Background: an optimization exercise with open tools, aiming at small area and a short achievable clock period. Do not read the settings as production practice. In this exercise RTL edits were held to simulation tests only and were not proved equivalent to the original.

<file path="flow/config.mk">
export PLATFORM = sky130hd
export DESIGN_NAME = spartan_dsb48a1
export DESIGN_NICKNAME = spartan_dsb48a1
export VERILOG_FILES = /design/flow/design.v
export SDC_FILE = /design/flow/constraint.sdc
export NUM_CORES = 4
export LEC_CHECK = 0
export CAP_MARGIN = 20
export CORE_MARGIN = 2
export CORE_UTILIZATION = 40
export SLEW_MARGIN = 20
</file>
<file path="flow/constraint.sdc">
create_clock -name core_clock -period 8.0 [get_ports {CLK}]
set_input_delay 1.6000 -clock core_clock [delete_from_list [all_inputs] [get_ports {CLK}]]
set_output_delay 1.6000 -clock core_clock [all_outputs]
set_load 0.01 [all_outputs]
</file>
<file path="flow/design.v">
package spartan_dsp_pkg;
    localparam int W_AB = 18;    
    localparam int W_M  = 36;    
    localparam int W_P  = 48;    
    localparam int OP_X_LSB    = 0;   
    localparam int OP_Z_LSB    = 2;   
    localparam int OP_PRE_EN   = 4;   
    localparam int OP_CARRYIN  = 5;   
    localparam int OP_PRE_SUB  = 6;   
    localparam int OP_POST_SUB = 7;   
    typedef enum logic [1:0] {
        X_ZERO = 2'b00,
        X_M    = 2'b01,
        X_P    = 2'b10,
        X_DAB  = 2'b11
    } x_sel_t;
    typedef enum logic [1:0] {
        Z_ZERO = 2'b00,
        Z_PCIN = 2'b01,
        Z_P    = 2'b10,
        Z_C    = 2'b11
    } z_sel_t;
endpackage
module dsp_reg_mux #(
    parameter int WIDTH = 18,
    parameter int REG   = 1
) (
    input  logic             clk,
    input  logic             rst_n,
    input  logic             ce,
    input  logic [WIDTH-1:0] d,
    output logic [WIDTH-1:0] q
);
    generate
        if (REG != 0) begin : g_reg
            logic [WIDTH-1:0] q_reg;
            always_ff @(posedge clk or negedge rst_n) begin
                if (!rst_n) begin
                    q_reg <= '0;
                end else if (ce) begin
                    q_reg <= d;
                end
            end
            assign q = q_reg;
        end else begin : g_wire
            logic unused_ctrl;
            assign unused_ctrl = &{1'b0, clk, rst_n, ce};
            assign q = d;
        end
    endgenerate
endmodule
import spartan_dsp_pkg::*;
module spartan_dsb48a1 #(
    parameter int    A0REG       = 0,
    parameter int    A1REG       = 1,
    parameter int    B0REG       = 0,
    parameter int    B1REG       = 1,
    parameter int    CREG        = 1,
    parameter int    DREG        = 1,
    parameter int    MREG        = 1,
    parameter int    PREG        = 1,
    parameter int    CARRYINREG  = 1,
    parameter int    CARRYOUTREG = 1,
    parameter int    OPMODEREG   = 1,
    parameter        CARRYINSEL  = "OPMODE5",
    parameter        B_INPUT     = "DIRECT"
) (
    input  logic [17:0] A,
    input  logic [17:0] B,
    input  logic [17:0] D,
    input  logic [47:0] C,
    input  logic        CLK,
    input  logic        CARRYIN,
    input  logic [7:0]  OPMODE,
    input  logic [17:0] BCIN,
    input  logic        RSTA,
    input  logic        RSTB,
    input  logic        RSTM,
    input  logic        RSTP,
    input  logic        RSTC,
    input  logic        RSTD,
    input  logic        RSTCARRYIN,
    input  logic        RSTOPMODE,
    input  logic        CEA,
    input  logic        CEB,
    input  logic        CEM,
    input  logic        CEP,
    input  logic        CEC,
    input  logic        CED,
    input  logic        CECARRYIN,
    input  logic        CEOPMODE,
    input  logic [47:0] PCIN,
    output logic [17:0] BCOUT,
    output logic [47:0] PCOUT,
    output logic [47:0] P,
    output logic [35:0] M,
    output logic        CARRYOUT,
    output logic        CARRYOUTF
);
    localparam bit B_FROM_CASCADE = (B_INPUT == "CASCADE");
    localparam bit CIN_FROM_PORT  = (CARRYINSEL == "CARRYIN");
    logic [W_AB-1:0] b_src;
    logic [W_AB-1:0] a0_q;
    logic [W_AB-1:0] a1_q;
    logic [W_AB-1:0] b0_q;
    logic [W_AB-1:0] b1_d;
    logic [W_AB-1:0] b1_q;
    logic [W_AB-1:0] d_q;
    logic [W_P-1:0]  c_q;
    logic [7:0]      op_q;
    logic [W_M-1:0]  m_d;
    logic [W_M-1:0]  m_q;
    logic            cin_d;
    logic            cin_q;
    logic [W_P-1:0]  x_mux;
    logic [W_P-1:0]  z_mux;
    logic [W_P:0]    post_sum;
    logic [W_P-1:0]  p_q;
    logic            cout_q;
    assign b_src = B_FROM_CASCADE ? BCIN : B;
    dsp_reg_mux #(.WIDTH(W_AB), .REG(A0REG)) u_a0 (
        .clk(CLK), .rst_n(RSTA), .ce(CEA), .d(A), .q(a0_q));
    dsp_reg_mux #(.WIDTH(W_AB), .REG(A1REG)) u_a1 (
        .clk(CLK), .rst_n(RSTA), .ce(CEA), .d(a0_q), .q(a1_q));
    dsp_reg_mux #(.WIDTH(W_AB), .REG(B0REG)) u_b0 (
        .clk(CLK), .rst_n(RSTB), .ce(CEB), .d(b_src), .q(b0_q));
    dsp_reg_mux #(.WIDTH(W_AB), .REG(DREG)) u_d (
        .clk(CLK), .rst_n(RSTD), .ce(CED), .d(D), .q(d_q));
    dsp_reg_mux #(.WIDTH(W_P), .REG(CREG)) u_c (
        .clk(CLK), .rst_n(RSTC), .ce(CEC), .d(C), .q(c_q));
    dsp_reg_mux #(.WIDTH(8), .REG(OPMODEREG)) u_op (
        .clk(CLK), .rst_n(RSTOPMODE), .ce(CEOPMODE), .d(OPMODE), .q(op_q));
    always_comb begin
        b1_d = b0_q;
        if (op_q[OP_PRE_EN]) begin
            if (op_q[OP_PRE_SUB]) begin
                b1_d = d_q - b0_q;
            end else begin
                b1_d = d_q + b0_q;
            end
        end
    end
    dsp_reg_mux #(.WIDTH(W_AB), .REG(B1REG)) u_b1 (
        .clk(CLK), .rst_n(RSTB), .ce(CEB), .d(b1_d), .q(b1_q));
    assign BCOUT = b1_q;
    assign m_d = {{(W_M-W_AB){1'b0}}, b1_q} * {{(W_M-W_AB){1'b0}}, a1_q};
    dsp_reg_mux #(.WIDTH(W_M), .REG(MREG)) u_m (
        .clk(CLK), .rst_n(RSTM), .ce(CEM), .d(m_d), .q(m_q));
    assign M = m_q;
    assign cin_d = CIN_FROM_PORT ? CARRYIN : op_q[OP_CARRYIN];
    dsp_reg_mux #(.WIDTH(1), .REG(CARRYINREG)) u_cin (
        .clk(CLK), .rst_n(RSTCARRYIN), .ce(CECARRYIN), .d(cin_d), .q(cin_q));
    always_comb begin
        x_mux = '0;
        z_mux = '0;
        case (op_q[OP_X_LSB +: 2])
            X_ZERO:  x_mux = '0;
            X_M:     x_mux = {{(W_P-W_M){1'b0}}, m_q};
            X_P:     x_mux = p_q;
            X_DAB:   x_mux = {d_q[11:0], a1_q, b1_q};   
            default: x_mux = '0;
        endcase
        case (op_q[OP_Z_LSB +: 2])
            Z_ZERO:  z_mux = '0;
            Z_PCIN:  z_mux = PCIN;
            Z_P:     z_mux = p_q;
            Z_C:     z_mux = c_q;
            default: z_mux = '0;
        endcase
    end
    always_comb begin
        if (op_q[OP_POST_SUB]) begin
            post_sum = {1'b0, z_mux} - ({1'b0, x_mux} + {{W_P{1'b0}}, cin_q});
        end else begin
            post_sum = {1'b0, z_mux} + {1'b0, x_mux} + {{W_P{1'b0}}, cin_q};
        end
    end
    dsp_reg_mux #(.WIDTH(W_P), .REG(PREG)) u_p (
        .clk(CLK), .rst_n(RSTP), .ce(CEP), .d(post_sum[W_P-1:0]), .q(p_q));
    dsp_reg_mux #(.WIDTH(1), .REG(CARRYOUTREG)) u_cout (
        .clk(CLK), .rst_n(RSTCARRYIN), .ce(CECARRYIN), .d(post_sum[W_P]), .q(cout_q));
    assign P         = p_q;
    assign PCOUT     = p_q;
    assign CARRYOUT  = cout_q;
    assign CARRYOUTF = cout_q;
endmodule
</file>
<file path="flow/run.sh">
#!/bin/bash
# synth_recipe.tcl (not shown) runs the flow's synth.tcl, then flattens the netlist and writes it again
# the make line also repeats each setting of config.mk as NAME=value (left out here)
make -C /OpenROAD-flow-scripts/flow DESIGN_CONFIG=/design/flow/config.mk WORK_HOME=/design/flow/orfs CLKGATE_MAP_FILE= SYNTH_SCRIPT=/design/flow/synth_recipe.tcl finish
</file>
==> metrics.log <==
[metrics] met3 GRT Util: 0.0439
[metrics] Detailed Route WL: 92300 microns
[metrics] Seq cells post-synth: 196
[metrics] remaining antenna violation count after routing: 0
[metrics] design area: 32300 sq um
[metrics] share of the clock period used by the worst path: 0.923
[metrics] cells after synthesis: 3191
[metrics] fraction of final layout cells with drive strength greater than 1: 0.0917
[metrics] placeable core region: 68800 sq um
[metrics] H-tree levels: 4
[metrics] Hold Crit Class: flop to flop
[metrics] Resized Gates After CTS: 0
[metrics] critical path cell sequence: nand2_1 > fa_1 > inv_1 > fa_1 > fa_1 > fa_1 > fa_1 > inv_1 > fa_1 > inv_1 > ha_1 > and3_1 > and3_1 > nand3_1 > nor4_1 > o41ai_2 > a211oi_1 > o31ai_1 > a21boi_1 > nor3_1 > a21o_1
[metrics] end point of the most critical hold path: u_cin.g_reg.q_reg
[metrics] count of filler cells inserted in the layout: 6820
[metrics] Congestion Overflow GR: 0
[metrics] reg-to-reg setup timing slack: 0.62 ns
[metrics] layer with the highest usage after global routing: met2
[metrics] Synth top area share: 0.187
[metrics] maximum number of pins on one net before global-route repair: 69
[metrics] Async SR Flop Fraction: 1.00
[metrics] FF-to-FF End: u_m.g_reg.q_reg[32]
[metrics] final routed DRC violation total: 0
[metrics] buffer and inverter count on the worst path: 3
[metrics] maximum single-stage delay on the critical path: 1.05 ns
[metrics] maximum buffer depth of the clock tree: 2
[metrics] clock tree from TritonCTS: yes
[metrics] worst rel slew slack: 0.279
[metrics] library cell with the highest instance count after synthesis: inv_1
[metrics] post-route worst hold slack: 0.497 ns
[metrics] met2 demand-to-capacity share in global routing: 0.405
[metrics] antenna violations before repair: 1
[metrics] combined global-route utilization of all metal layers: 0.259
[metrics] Wirelength per Cell: 21.5 microns
[metrics] y dimension of the die: 268 microns
[metrics] nets in the synthesized netlist: 3913
[metrics] total of max-cap violations: 0
[metrics] setup repair after global routing missed its margin: no
[metrics] FP Rows: 96
[metrics] CTS Root Cell: clkbuf_16
[metrics] start point of the worst hold path: u_op.g_reg.q_reg[5]
[metrics] Most Frequent Cell on Critical Path: fa_1
[metrics] number of clock sinks: 196
[metrics] post-layout util: 0.469
[metrics] largest driver fanout on the critical path: 18
[metrics] Die Outline Area: 71900 sq um
[metrics] number of placed I/O pins: 346
[metrics] total setup buffers inserted after CTS: 0
[metrics] Die X: 268 microns
[metrics] hold-fix buffer count after cts: 0
[metrics] highest achievable clock rate: 0.135 GHz
[metrics] final slew viol count: 0
[metrics] first-pass GRT wire length: 141000 microns
[metrics] type of the setup path with the least slack: flop to flop
[metrics] status: complete, no violations
[metrics] largest cells by area after synthesis: fa_1 19%, dfrtp_1 18%, ha_1 12%, mux2_2 7.8%, inv_1 6.0%
[metrics] Post-Syn Area per Cell: 8.75 sq um
[metrics] biggest area consumer among synthesized cells: fa_1
[metrics] initial cell density of the core: 0.406
[metrics] number of buffers added by the clock tree synthesis step: 17
[metrics] worst slew pin tran: 1.08 ns
[metrics] detailed placement HPWL: 72500 microns
[metrics] category of the worst setup path capture point: flop
[metrics] number of vias after detailed routing: 23400
[metrics] min cycle time layout: 7.38 ns
[metrics] GR Util met1: 0.367
[metrics] worst endpoint required time: 8.40 ns
[metrics] count of final setup violators: 0
[metrics] clock latency on the worst-skew pair: 0.51 ns
[metrics] total negative setup slack: 0 ns
[metrics] drt first-iter violations: 1707
[metrics] commonest register cell after synthesis: dfrtp_1
[metrics] clock transition at the registers of the reported paths: 0.08 ns
[metrics] setup skew after layout: 0.0177 ns
[metrics] synth unique cells: 82
[metrics] Critical Path AT: 7.78 ns
[metrics] most frequent cells after synthesis: 446 x inv_1, 296 x nand2_1, 267 x ha_1, 261 x fa_1, 196 x dfrtp_1
[metrics] number of cells on the worst reg-to-reg path: 21
[metrics] worst hold stages: 2
[metrics] Area growth syn-to-layout: 15.6%
[metrics] cell class contributing the biggest share of worst-path delay: adder cells
[metrics] GP Congestion: 0.939
[metrics] share of the yosys chip area belonging to registers: 0.176
[metrics] number of port buffers: 326
[metrics] type of element launching the critical path: flop
[metrics] number of optimization iterations in the first detailed-route pass: 7
[metrics] Netlist Area Pre-Place: 27900 sq um
[metrics] vias in the first global route: 23500
[metrics] Cell Area, Placed: 31700 sq um
[metrics] r2r startpoint: u_b1.g_reg.q_reg[8]
[metrics] EDFF count, synth: 0
[metrics] routed vias/inst: 5.44
[metrics] final number of hold-violating endpoints: 0
[metrics] Crit-path slowest cell: dfrtp_1
[metrics] net total in the final layout: 4079
[metrics] synthesis warning total: 6
-- how the worst max path moves through the flow --
stage | startpoint | to | cells past startpoint
global route | u_a1.g_reg.q_reg[10] | u_m.g_reg.q_reg[34] | 21
CTS | u_a1.g_reg.q_reg[10] | u_m.g_reg.q_reg[32] | 21
detailed placement | u_a1.g_reg.q_reg[10] | u_m.g_reg.q_reg[32] | 21
finish | u_b1.g_reg.q_reg[8] | u_m.g_reg.q_reg[32] | 21
floorplan | u_b1.g_reg.q_reg[10] | u_m.g_reg.q_reg[34] | 23
global placement | u_b1.g_reg.q_reg[8] | u_m.g_reg.q_reg[32] | 21
-- layout by cell type, fill, tap and decap left out, types with 33 or more instances in the layout --
master,instances
mux2_2,194
a22o_1,67
xor2_1,40
clkdlybuf4s50_1,321
nor2_1,160
a21oi_1,178
o21ai_0,84
inv_1,446
and2_1,143
fa_1,261
buf_4,52
nor2b_1,33
a21o_1,62
xnor2_1,86
dfrtp_1,191
ha_1,267
nand2_1,296
-- metrics by stage --
stage	setup slack [ns]	cells
floorplan	1.33	3191
global placement	0.773	4269
detailed placement	0.701	4269
CTS	0.679	4301
global route	0.206	4301
finish	0.615	4302
-- area by class of cell --
class | instances | area (sq um) | area share
sequential | 196 | 4910 | 0.152
clock buffer | 21 | 440 | 0.0136
antenna | 1 | 2.50 | 0.0000776
timing repair buffer | 377 | 3620 | 0.112
clock inverter | 11 | 150 | 0.00465
inverter | 449 | 1690 | 0.0522
multi-input combinational | 2316 | 20300 | 0.629
tap | 931 | 1160 | 0.0361
-- tightest hold or removal path, delay by kind of cell, from the launching register on --
family             cells  cell delay [ns]
AOI/OAI and AO/OA      1             0.06
and+or+nand+nor        1             0.05
DFF                    1             0.35
-- metal layers --
| metal | vias up | wire length, microns |
|---|---|---|
| met4 | 0 | 2350 |
| met1 | 11700 | 42800 |
| li1 | 10900 | - |
| met5 | - | 0 |
| met2 | 699 | 41300 |
| met3 | 95 | 5830 |
-- logic make-up after synthesis --
logic type	synth area share
simple gates	0.138
mux	0.0899
fa+ha+maj	0.307
buf+inv	0.0981
compound gates	0.152
xor+xnor	0.0395
flops	0.176

## static timing again, ports no longer ideal
Ports are ideal in the flow. The routed layout listed here was re-timed in OpenROAD.
Step 1 (the two cells are an assumption about what drives the block):
set clk [get_ports {CLK}]
set_driving_cell -lib_cell sky130_fd_sc_hd__clkbuf_16 $clk
set_driving_cell -lib_cell sky130_fd_sc_hd__buf_2 [delete_from_list [all_inputs] $clk]
Step 2 times the ports against the registers' clock, not the clock port: input delays grow and output delays shrink by t, the midpoint of the rising clock arrivals with the driver on.
Slacks: ideal ports / drivers / drivers and shift; pairs: ideal ports / drivers.
t (ns): 0.545
setup WS [ns]: 0.615 / 0.615 / 0.615
slew at the worst register clock pin (ns): 0.08 / 0.08
worst data-port slew with drivers (ns): 0.07
After both steps this run still meets setup and hold. The setup slack of this run moves by 0.000 ns with the drivers and by 0.000 ns with both steps.
